Background: an optimization exercise with open tools, aiming at small area. Do not read the settings as production practice. The RTL was checked by simulation tests, not by an equivalence proof against the original design. Power figures rest on the tool's default switching activity, not on a simulated workload.

alpha:
## regfile_mp_sb
module regfile_mp_sb #(
  parameter int XLEN = 32,
  parameter int NREG = 32,
  parameter int AW   = 5,
  parameter int NRP  = 2
) (
  input  logic                clk,
  input  logic                reset,
  input  logic [NRP*AW-1:0]   rd_addr,
  output logic [NRP*XLEN-1:0] rd_data,
  output logic [NRP-1:0]      rd_busy,
  input  logic                wb0_en,
  input  logic [AW-1:0]       wb0_addr,
  input  logic [XLEN-1:0]     wb0_data,
  input  logic                wb1_en,
  input  logic [AW-1:0]       wb1_addr,
  input  logic [XLEN-1:0]     wb1_data,
  input  logic                iss_en,
  input  logic [AW-1:0]       iss_addr,
  output logic [AW:0]         busy_cnt
);
Settings: LEC_CHECK=0, CAP_MARGIN=5, CORE_MARGIN=2, CORE_UTILIZATION=40, GPL_TIMING_DRIVEN=0, SLEW_MARGIN=5, SYNTH_HIERARCHICAL=1; clock period 7.5 ns.
standard.sh (not shown) runs the stock make flow with config.mk's settings and CLKGATE_MAP_FILE= SYNTH_SCRIPT=/design/flow/synth_recipe.tcl, a recipe that flattens the netlist after the stock synthesis.
==> flow/flow/run.sh <==
#!/bin/bash
# Standard ORFS layout with three changes in how it is made:
#  - after global placement, the drivers of high-fanout nets are sized up to fit their
#    load (upsize.tcl) instead of letting repair_design buffer them;
#  - the port buffers use the smallest buffer cell;
#  - CTS uses clkbuf_8 with 20-sink, 45 um clusters and no dummy loads.
set -euo pipefail
F=$PWD/flow
export PRE_GLOBAL_PLACE_TCL=$F/pre_gpl.tcl
export POST_GLOBAL_PLACE_TCL=$F/upsize.tcl
export BUFFER_PORTS_ARGS="-buffer_cell sky130_fd_sc_hd__buf_1"
export CTS_ARGS="-sink_clustering_enable -repair_clock_nets -buf_list sky130_fd_sc_hd__clkbuf_8 -dont_use_dummy_load -sink_clustering_size 20 -sink_clustering_max_diameter 45"
bash standard.sh > standard.log 2>&1
==> flow/flow/pre_gpl.tcl <==
# Remove the buffers synthesis inserted, before port buffering and global placement
# (as timing-driven placement would); upsize.tcl sizes the high-fanout drivers instead.
remove_buffers
Other scripts of this flow, unchanged in this note and not shown: flow/flow/cellcaps.tcl, flow/flow/upsize.tcl
alpha | stages: all done | timing, DRC, antenna: all pass
Here is what was changed in the inputs of beta compared with alpha.
==> flow/flow/run.sh <==
#!/bin/bash
# Standard ORFS layout with three changes in how it is made:
#  - after global placement, the drivers of high-fanout nets are sized up to fit their
#    load (upsize.tcl) instead of letting repair_design buffer them;
#  - the port buffers use the smallest buffer cell;
#  - CTS inserts no dummy loads.
set -euo pipefail
F=$PWD/flow
export PRE_GLOBAL_PLACE_TCL=$F/pre_gpl.tcl
export POST_GLOBAL_PLACE_TCL=$F/upsize.tcl
export BUFFER_PORTS_ARGS="-buffer_cell sky130_fd_sc_hd__buf_1"
export CTS_ARGS="-sink_clustering_enable -repair_clock_nets -dont_use_dummy_load"
bash standard.sh > standard.log 2>&1
==> run notes <==
Summary of beta over alpha: remaining max-slew budget at the tightest pin rose 0.58 points; design area rose 940 um2; standby leakage power rose 0.41 nW. Via count (lower): beta. Die area essentially unchanged between beta and alpha. In the reports for alpha and beta, the larger met2 layer wire length in the routed design belongs to beta. Re share of total power in combinational logic: alpha and beta aren't equal, and the lower value belongs to beta. alpha ended up with rd_data[62] as its critical path endpoint; beta ended up with rd_data[34]. Number of antenna violations at the first check in global routing in beta vs alpha: down 1.
## Diff of input files: gamma against beta
==> flow/flow/pre_gpl.tcl <==
remove_buffers
==> run notes <==
The final layouts of gamma and beta pass the timing, design-rule and antenna checks.
gamma -> beta: mean post-synth cell area delta 0, exact match
Comparing beta with gamma, the setup slack came out essentially unchanged.
Looking at gamma and beta, the clock edge transition at the registers on the reported setup and hold paths is a wash.
From gamma to beta, wire length of the first global-routing pass did not move at all.
Final instance count without filler cells came out exactly the same in gamma and beta.
In terms of sequential share of layout area, gamma and beta differ only marginally.
gamma and beta ended up with nearly the same portion of the layout cell area used by clock cells.
As far as period utilization goes, beta and gamma are indistinguishable; the numbers are identical.
Changes in delta relative to gamma:
==> flow/flow/run.sh <==
#!/bin/bash
# Standard ORFS layout with three changes in how it is made:
#  - after global placement, the drivers of high-fanout nets are sized up to fit their
#    load (upsize.tcl) instead of letting repair_design buffer them;
#  - the port buffers use the smallest buffer cell;
#  - CTS uses clkbuf_8 with 20-sink, 45 um clusters and no dummy loads.
set -euo pipefail
F=$PWD/flow
export PRE_GLOBAL_PLACE_TCL=$F/pre_gpl.tcl
export POST_GLOBAL_PLACE_TCL=$F/upsize.tcl
export BUFFER_PORTS_ARGS="-buffer_cell sky130_fd_sc_hd__buf_1"
export CTS_ARGS="-sink_clustering_enable -repair_clock_nets -buf_list sky130_fd_sc_hd__clkbuf_8 -dont_use_dummy_load -sink_clustering_size 20 -sink_clustering_max_diameter 45"
bash standard.sh > standard.log 2>&1
Findings:
- gamma -> delta: post-layout total power decreased by a little under 10%
- [delta vs gamma] number of antenna repair diodes: higher in delta
- There was hardly any difference in post-detailed-routing wire length between delta and gamma.
- delta vs. gamma: shortest period the worst path allows shows a reduction of 0.020 ns; area growth from synthesis to layout moved down.
- Lower final worst-path setup slack goes to gamma over delta.

## re-timing with driven ports
The results above use ideal ports. As a check the final layouts listed here were re-extracted and re-timed, cells and wires unchanged. Step 1, drivers: a clkbuf_16 drives clk and a buf_2 each remaining input, both assumed. Step 2 moves the port delays by t, midway between the first and last clock arrival at a register: inputs arrive t later, outputs are due t later. That takes back most of the time a late clock gives input paths. a / b / c = ideal ports / drivers / drivers and shift; a / b = the first two.
run	shift t [ns]	setup WS [ns]	worst setup path at the end	clock arrival spread, ns	worst data-port slew with drivers (ns)
alpha	0.916	0.967 / 0.938 / 0.938	input to output	0.104 / 0.104	0.14
beta	0.772	0.947 / 0.917 / 0.917	input to output	0.117 / 0.117	0.15
gamma	0.772	0.947 / 0.917 / 0.917	input to output	0.117 / 0.117	0.15
delta	0.916	0.967 / 0.938 / 0.938	input to output	0.104 / 0.104	0.14
After both steps setup and hold are still met in every run listed.
